This is an optimization exercise on Yosys and OpenROAD, whose aim is small area, a short achievable clock period and few clock cycles per item, not a production implementation. Only simulation tests tie the RTL to the original design; equivalence was not proved. Power figures rest on the tool's default switching activity, not on a simulated workload.

## flow/design.v (module list and top-level ports; edited modules follow where they fit)
// module ex_muldiv_unit: 1128 lines
// module ex_muldiv_cout32: 22 lines
// module ex_muldiv_add32: 27 lines
module ex_muldiv_unit (
  input  logic        clk,
  input  logic        rst,
  input  logic        start_i,
  input  logic [2:0]  op_i,
  input  logic [31:0] rs1_i,
  input  logic [31:0] rs2_i,
  input  logic [4:0]  rd_addr_i,
  input  logic        flush_i,
  output logic        busy_o,
  output logic        done_o,
  output logic [31:0] result_o,
  output logic [4:0]  rd_addr_o
);
  // ...
==> flow/run.sh <==
#!/bin/bash
# synth_recipe.tcl (not shown) runs the flow's synth.tcl, then flattens the netlist and writes it again
# the make line also repeats each setting of config.mk as NAME=value (left out here)
make -C /OpenROAD-flow-scripts/flow DESIGN_CONFIG=/design/flow/config.mk WORK_HOME=/design/flow/orfs CLKGATE_MAP_FILE= SYNTH_SCRIPT=/design/flow/synth_recipe.tcl finish
==> flow/config.mk <==
export PLATFORM = sky130hd
export DESIGN_NAME = ex_muldiv_unit
export DESIGN_NICKNAME = ex_muldiv_unit
export VERILOG_FILES = /design/flow/design.v
export SDC_FILE = /design/flow/constraint.sdc
export NUM_CORES = 4
export LEC_CHECK = 0
export CAP_MARGIN = 30
export CORE_MARGIN = 2
export CORE_UTILIZATION = 40
export SETUP_SLACK_MARGIN = 5
export SLEW_MARGIN = 30
export SYNTH_HIERARCHICAL = 1
==> flow/constraint.sdc <==
create_clock -name core_clock -period 11.0 [get_ports {clk}]
set_input_delay 2.2000 -clock core_clock [delete_from_list [all_inputs] [get_ports {clk}]]
set_output_delay 2.2000 -clock core_clock [all_outputs]
set_load 0.01 [all_outputs]
==> qor.txt, run 1 <==
DRT
------------------------------------------------------------------------------------------------------
Routed wire length on met3                                                                     9480 um
Met1 WL                                                                                      44,600 um

SETUP PATH
------------------------------------------------------------------------------------------------------
Chain of cells forming the critical path                                                  buf_12, buf_12, mux2i_4, xnor2_2, ha_2, a21o_1, buf_4, a311oi_4, o21ai_4, a211oi_2, buf_4, o31ai_4, xor2_1, clkbuf_2
Required time at the endpoint of the critical path                                             8.80 ns
Critical Path Start Type                                                                          flop
Family of cells with the greatest summed delay on the critical path                       compound AO/OA/AOI/OAI gates
Reg-to-reg endpoint                                                                          acc_q[55]

YOSYS
------------------------------------------------------------------------------------------------------
Most used flip-flop cell after synthesis                                                       dfxtp_1
Mean area per synthesized cell                                                                8.17 um2
Top area cells in the synthesized netlist                                                 fa_1, dfxtp_1, ha_1

CELLS AND AREA
------------------------------------------------------------------------------------------------------
Multi-input gate share of total cell area                                                        0.699
Number of antenna cells inserted                                                                     0
Number of sequential cells                                                                         208
Commonest non-fill, non-tap cells in the layout                                           nand2_1, inv_1, fa_1
Register Area                                                                                 4240 um2
Sequential fraction of total cell area                                                           0.135

PWR
------------------------------------------------------------------------------------------------------
Clk power                                                                                     0.902 mW
Power Combinational                                                                            6.06 mW
Overall power consumption                                                                      8.11 mW
Leakage power total                                                                            13.6 nW

PLACE
------------------------------------------------------------------------------------------------------
Number of port buffers                                                                             104
Instance count after placement with tap cells included                                           4,213

TIMING
------------------------------------------------------------------------------------------------------
Hold Violations, Final                                                                               0
Count of final setup violators                                                                       0
Final WS setup                                                                                 5.03 ns
Actual slew at the worst max-slew pin                                                         0.978 ns

CLOCK TREE
------------------------------------------------------------------------------------------------------
H-tree Lvls                                                                                          1
Count of hold buffers inserted by post-cts repair                                                    0
Clock transition at the register clock pins on the worst setup and hold paths after CTS        0.07 ns
PostCTS Resize Cnt                                                                                 101

GRT
------------------------------------------------------------------------------------------------------
Global-route wire length before repair                                                      161,000 um

RUN STATUS
------------------------------------------------------------------------------------------------------
Result of the run                                                                         finished clean

DIE
------------------------------------------------------------------------------------------------------
Boundary pin count                                                                                 115

JOB
------------------------------------------------------------------------------------------------------
Number of max-cap violations                                                                         0

Testbench counts, summed over its fixed seeds: cycles 19,583, ops 4,000.
==> inputs of run 2 (changes only) <==
--- a/flow/design.v
+++ b/flow/design.v
@@ -25,25 +25,27 @@
     else if (nz2) nbytes_m1 = 2'd2;
     else if (nz1) nbytes_m1 = 2'd1;
     else          nbytes_m1 = 2'd0;
   endfunction
   logic        e1, e2, swap, sel;
   logic [1:0]  n1, n2;
   logic        a_neg, b_neg;
   logic [31:0] a_mag;
-  assign e1    = ~(op_i[1] & op_i[0]) & rs1_i[31];    
-  assign e2    = ~op_i[1] & rs2_i[31];                
+  assign e1    = (op_i[2] ? ~op_i[0] : ~(op_i[1] & op_i[0])) & rs1_i[31];
+  assign e2    = (op_i[2] ? ~op_i[0] : ~op_i[1]) & rs2_i[31];
   assign n1    = nbytes_m1(rs1_i, e1);
   assign n2    = nbytes_m1(rs2_i, e2);
   assign swap  = (n1 < n2);
   assign sel   = op_i[2] | swap;
-  assign a_neg = ~op_i[0] & rs1_i[31];
-  assign b_neg = ~op_i[0] & rs2_i[31];
-  assign a_mag = (rs1_i ^ {32{a_neg}}) + {31'd0, a_neg};
+  assign a_neg = e1;                                  
+  assign b_neg = e2;
+  ex_muldiv_abs32 u_abs (.v(rs1_i), .neg(a_neg), .m(a_mag));
+  logic quick;
+  assign quick = (rs2_i == 32'd0) | (({1'b0, n1} + {2'd0, a_neg}) < {1'b0, n2});
   logic [32:0] a_q;       
   logic [31:0] b_q;       
   logic        bext_q;    
   logic        dcin_q, dz_q;
   logic        selhi_q;   
   logic        neg_q;     
   logic        negc_q;    
   always_ff @(posedge clk) begin
@@ -1074,43 +1076,36 @@
   logic [6:0]  j0;
   logic [4:0]  j;
   logic        early;
   logic [63:0] norm;
   assign j0    = {1'b0, lzc32(~a_q[31:0] | 32'd1)} - {1'b0, lzc32(b_q)};
   assign early = j0[6] | dz_q;
   assign j     = j0[4:0] | 5'd1;
   assign norm  = early ? {b_q, 32'd0} : ({32'd0, b_q} << (5'd31 - j));
-  always_comb begin
-    acc_d  = 64'd0;
-    accc_d = 64'd0;
-    cnt_d  = cnt_q - 4'd1;
-    if (s_mul) begin
-      acc_d  = mac_s;
-      accc_d = mac_c;
-    end else if (s_norm) begin
-      acc_d  = norm;
-      cnt_d  = 4'(j >> 1);
-    end else if (s_div) begin
-      acc_d  = {r2, acc_q[29:0], q1, q2};
-    end
-  end
+  assign acc_d  = ({64{s_mul}}  & mac_s) |
+                  ({64{s_norm}} & norm) |
+                  ({64{s_div}}  & {r2, acc_q[29:0], q1, q2}) |
+                  ({64{s_idle & op_i[2]}} & {a_mag, 32'd0});
+  assign accc_d = {64{s_mul}} & mac_c;
+  assign cnt_d  = s_norm ? 4'(j >> 1) : cnt_q - 4'd1;
   logic last;
   assign last = (cnt_q == 4'd0);
   always_ff @(posedge clk or posedge rst) begin
     if (rst) begin
       s_mul  <= 1'b0;
       s_norm <= 1'b0;
       s_div  <= 1'b0;
       s_done <= 1'b0;
     end else begin
       s_mul  <= (accept & ~op_i[2]) | (s_mul & ~flush_i & ~last);
-      s_norm <= accept & op_i[2];
+      s_norm <= accept & op_i[2] & ~quick;
       s_div  <= (s_norm & ~flush_i & ~early) | (s_div & ~flush_i & ~last);
-      s_done <= ((s_mul | s_div) & ~flush_i & last) | (s_norm & ~flush_i & early);
+      s_done <= ((s_mul | s_div) & ~flush_i & last) | (s_norm & ~flush_i & early) |
+                (accept & op_i[2] & quick);
     end
   end
   always_ff @(posedge clk) begin
     acc_q   <= acc_d;
     accc_q  <= accc_d;
     cnt_q   <= s_idle ? {2'd0, swap ? n1 : n2} : cnt_d;
     first_q <= s_idle;
     clo_q   <= s_mul & mac_clo;
@@ -1121,16 +1116,29 @@
   assign y   = selhi_q ? accc_q[63:32] : accc_q[31:0];
   assign cin = negc_q | (selhi_q & clo_q);
   ex_muldiv_add32 u_add (.x(x), .y(y), .cin(cin), .s(sum));
   assign result_o  = sum;
   assign busy_o    = accept | s_mul | s_norm | s_div;
   assign done_o    = s_done;
   assign rd_addr_o = rd_addr_i;
 endmodule
+module ex_muldiv_abs32 (
+  input  logic [31:0] v,
+  input  logic        neg,
+  output logic [31:0] m
+);
+  logic [31:0] z;    
+  always_comb begin
+    z[0] = 1'b1;
+    for (int i = 1; i < 32; i++)
+      z[i] = z[i-1] & ~v[i-1];
+  end
+  assign m = v ^ ({32{neg}} & ~z);
+endmodule
 module ex_muldiv_cout32 (
   input  logic [31:0] x,
   input  logic [31:0] y,
   output logic        co
 );
   logic [31:0] g [6];
   logic [31:0] p [6];
   always_comb begin
==> run 2 against run 1 <==
Compared with the run above: still clean; final cell count down 2.0%; clock skew decreased by 0.0057 ns; fmax down 1.4%; hold slack improved by 0.024 ns; first-iteration DRC count increased by 25%; sequential share of layout area down 0.40 points; count of clock-buffer cells in the layout grew 3; cell area rose by 3.0%; die area is 0.94% lower; synthesized cell count down 4.3%; non-clock buffer count increased by 39; clock power increased by 9.5%; critical path type unchanged.
==> qor.txt, run 2 <==
CLOCK TREE
------------------------------------------------------------------------------------------------------
Clock transition at the register clock pins on the worst setup and hold paths after CTS        0.06 ns   about the same
CTS buffer count                                                                                    28
Clock latency (worst-skew pair)                                                                0.60 ns
Library cell used as clock root buffer                                                       clkbuf_16
Deepest clock path buffer count                                                                      3
Sink count of the clock tree                                                                       208
H-tree Lvls                                                                                          1   unchanged
TritonCTS clock tree                                                                              done

CELLS AND AREA
------------------------------------------------------------------------------------------------------
Syn-to-layout area delta                                                                         18.1%
Commonest non-fill, non-tap cells in the layout                                           inv_1, nand2_1, fa_1
Top reg by flops                                                                                 acc_q
Total number of nets in the final design                                                         3,840
Most frequent standard cell in the layout excluding fill and tap cells                           inv_1
Register Area                                                                                 4230 um2   -0.12%
Area of the multi-input gates                                                               22,200 um2
Flip-flop count of the largest register after layout                                                64
Layout cells sized above 1                                                                       0.153
Cell area after layout                                                                      32,300 um2
Fill cell total of the finished layout                                                           6,462
Largest registers                                                                         acc_q (64), accc_q (63), a_q (33)

PLACE
------------------------------------------------------------------------------------------------------
Final HPWL from detailed placement                                                           87,100 um
Placed cell area                                                                            29,200 um2
Routability Congestion                                                                           0.993
Number of port buffers                                                                             104   unchanged

JOB
------------------------------------------------------------------------------------------------------
Number of max-cap violations                                                                         0   unchanged

TIMING
------------------------------------------------------------------------------------------------------
Unrepaired setup endpoints after global routing                                                    yes
Total negative slack                                                                              0 ns
Headroom to the max-slew limit                                                                   0.379
Worst clock skew                                                                             0.0224 ns
Max frequency                                                                                  165 MHz
Actual slew at the worst max-slew pin                                                         0.932 ns   -0.0462 ns
Final slew viol count                                                                                0
Count of final setup violators                                                                       0   unchanged
Tcrit/Tclk final                                                                                 0.550
Hold Violations, Final                                                                               0   unchanged
Final Critical Period                                                                          6.05 ns

PWR
------------------------------------------------------------------------------------------------------
Leakage power total                                                                            13.2 nW   -2.5%
Clock power frac                                                                                 0.091
Internal Pwr Total                                                                             4.90 mW
Largest vdd supply drop                                                                     0.000201 V
Fraction of power consumed by combinational cells                                                0.796
Switching power as a share of total power                                                        0.547
Pwr per Cell Area                                                                           335 nW/um2
Sequential share of power                                                                        0.112
Net switching power                                                                            5.92 mW

YOSYS
------------------------------------------------------------------------------------------------------
Number of flops mapped to enable cells by yosys                                                      0
Summed instance area of the synthesized netlist                                             27,300 um2
Total number of yosys warnings                                                                      14
Register bit count reported by yosys                                                               208
Dominant cell type by area after synthesis                                                        fa_1
Leading cell type by number of instances after synthesis                                         inv_1
Most used flip-flop cell after synthesis                                                       dfxtp_1
Sequential-to-total area share from yosys stat                                                   0.153
Top area cells in the synthesized netlist                                                 fa_1, dfxtp_1, ha_1
Leading post-synthesis cells by instance count                                            inv_1, nand2_1, fa_1
Mean area per synthesized cell                                                                8.46 um2   +3.5%
Number of distinct library cells after synthesis                                                   113
Synth async-reset ratio                                                                         0.0192
Share of Yosys cell area claimed by the top area cell type                                       0.209
Gate count after technology mapping                                                              3,230

MIN PATH
------------------------------------------------------------------------------------------------------
Hold crit path type                                                                       flop to flop
Critical hold path startpoint                                                                 cnt_q[3]

DIE
------------------------------------------------------------------------------------------------------
Die extent in y                                                                                 265 um
Die extent in x                                                                                 265 um
Die area                                                                                    70,400 um2
CORE AREA                                                                                   67,400 um2
Boundary pin count                                                                                 115   unchanged
Placement row count                                                                                 95
Initial Utilization                                                                              0.405

SETUP PATH
------------------------------------------------------------------------------------------------------
Critical Setup Path Class                                                                 flop to primary output
Required time at the endpoint of the critical path                                             8.80 ns   about the same
Launch point of the critical path                                                              selhi_q
Origin of the critical flop-to-flop path                                                        a_q[0]
Critical Path AT                                                                               3.85 ns
CP endpoint kind                                                                          primary output
Critical Path Start Type                                                                          flop
Crit-path max FO                                                                                     7

DRT
------------------------------------------------------------------------------------------------------
Final routed DRC violation total                                                                     0
Total wire length                                                                           114,000 um
Violation count after the first detailed-routing iteration                                       2,912
Via count of the routed design                                                                  24,900
Residual antenna-violating net count after detailed routing                                          0
Wirelength per Cell                                                                            27.0 um
Vias per std cell                                                                                 5.92
Number of iterations in the first detailed-routing pass                                              6

GRT
------------------------------------------------------------------------------------------------------
Overall global routing resource usage                                                            0.321
Pin count of the biggest net entering global routing                                                73
Antenna violations before repair                                                                     4
Global-route wire length before repair                                                      166,000 um   +3.0%
Via count of the first global-routing pass                                                      24,800
Total global routing overflow                                                                        0

RUN STATUS
------------------------------------------------------------------------------------------------------
Result of the run                                                                         finished clean

-- run 2: worst paths after layout --
| path | end | slack [ns] | depth (start not counted) |
|---|---|---|---|
| max | result_o[25] | 4.95 | 16 |
| min | cnt_q[3] | 0.60 | 3 |
| max reg2reg | acc_q[48] | 5.11 | 22 |
| min reg2reg | cnt_q[3] | 0.60 | 3 |
| max in group asynchronous | s_mul | 9.03 | 2 |
| min in group asynchronous | s_done | 1.79 | 2 |
-- run 2: power groups by stage --
| stage | Combinational [mW] | Sequential (mW) | Clock, mW |
|---|---|---|---|
| 2_1_floorplan | 5.07 | 1.03 | 0 |
| 3_3_place_gp | 7.59 | 1.19 | 0 |
| 3_5_place_dp | 7.62 | 1.19 | 0 |
| 4_1_cts | 8.15 | 1.20 | 0.994 |
| 5_1_grt | 9.29 | 1.22 | 1.02 |
| 6_report | 8.62 | 1.21 | 0.988 |
-- run 2: stage by stage --
stage	power [mW]	util	hold WS (ns)	instances	setup WS, ns
after global routing	11.5	0.479	0.647	4209	4.81
after global placement	8.78	0.433	0.568	4072	3.07
after floorplan	6.10	-	0.495	3231	5.38
after detailed placement	8.81	0.433	0.580	4073	2.90
after CTS	10.3	0.472	0.598	4190	4.87
final	10.8	0.479	0.602	4211	4.95
-- run 2: what timing repair did --
| action | 4_1_cts | 5_1_grt |
|---|---|---|
| pin swaps | 54 | 33 |
| hold buffers | 0 | 0 |
| gates cloned | 7 | 2 |
| gates resized for setup | 246 | 88 |
| setup buffers | 59 | 17 |
| endpoints found under the setup margin | 65 | 51 |
-- run 2: metal layers --
layer,share of wire,track usage
met5,0.00027,0
met2,0.43,0.494
met3,0.093,0.0639
met4,0.063,0.163
met1,0.41,0.427
-- run 2: kinds of logic (layout without fill, tap and decap cells) --
logic type,after synthesis,in the layout,synth area share
flip-flops,208,208,0.153
buffers and inverters,576,678,0.0827
multiplexers,226,226,0.0874
AO/OA/AOI/OAI,669,672,0.168
AND/OR/NAND/NOR,910,910,0.163
XOR/XNOR,189,189,0.0606
adder cells (fa/ha/maj),451,451,0.285
other,1,4,0.000137
-- run 2: modules after synthesis, one instance, submodules excluded --
| module | cells inside | times used |
|---|---|---|
| ex_muldiv_abs32 | 87 | 1 |
| ex_muldiv_add32 | 219 | 1 |
| ex_muldiv_cout32 | 72 | 1 |
| ex_muldiv_unit | 2852 | 1 |
-- run 2: layout make-up --
class,instances,share of cell area
inverters,394,0.0458
repair buffers,233,0.0718
clock buffers,36,0.0242
diodes,2,0.000155
multi-input cells,2450,0.687
well taps,873,0.0339
flip-flops and latches,208,0.131
clock inverters,15,0.00590
-- run 2: worst max-delay path, cell delays in order (launching register included) --
cell	delay, ns
dfxtp_4	0.38
buf_12	0.15
buf_8	0.12
buf_16	0.14
buf_4	0.13
mux2i_4	0.26
xnor2_1	0.15
ha_2	0.33
a21oi_4	0.15
a21boi_4	0.24
buf_4	0.17
a2111oi_4	0.07
o2bb2ai_2	0.16
o31a_1	0.31
a21oi_2	0.20
xnor2_2	0.14
buf_2	0.16
Testbench counts of run 2, summed over its fixed seeds: cycles 19,280, ops 4,000.

-- static timing again, ports no longer ideal --
No port has a modelled driver above. Below, the same layouts with a new extraction and two added sets of constraints.
Step 1 (the two cells are an assumption about what drives the block):
set clk [get_ports {clk}]
set_driving_cell -lib_cell sky130_fd_sc_hd__clkbuf_16 $clk
set_driving_cell -lib_cell sky130_fd_sc_hd__buf_2 [delete_from_list [all_inputs] $clk]
Step 2 times the ports against the registers' clock, not the clock port: input delays grow and output delays shrink by t, the midpoint of the rising clock arrivals with the driver on.
Slacks: ideal / step 1 / step 2; pairs: ideal / step 1.
| run | t (ns) | slack for setup (ns) | worst register clock-pin slew, ns | worst data-port slew with drivers (ns) | cell pins on the clock port's net |
|---|---|---|---|---|---|
| run 1 | 0.605 | 5.029 / 4.979 / 4.777 | 0.07 / 0.07 | 0.06 | 1 |
| run 2 | 0.651 | 4.948 / 4.885 / 4.993 | 0.07 / 0.07 | 0.07 | 1 |
After both steps every run listed still meets setup and hold. For run 1, which loses most, drivers alone change the setup slack by -0.050 ns; drivers and shift together by -0.252 ns.
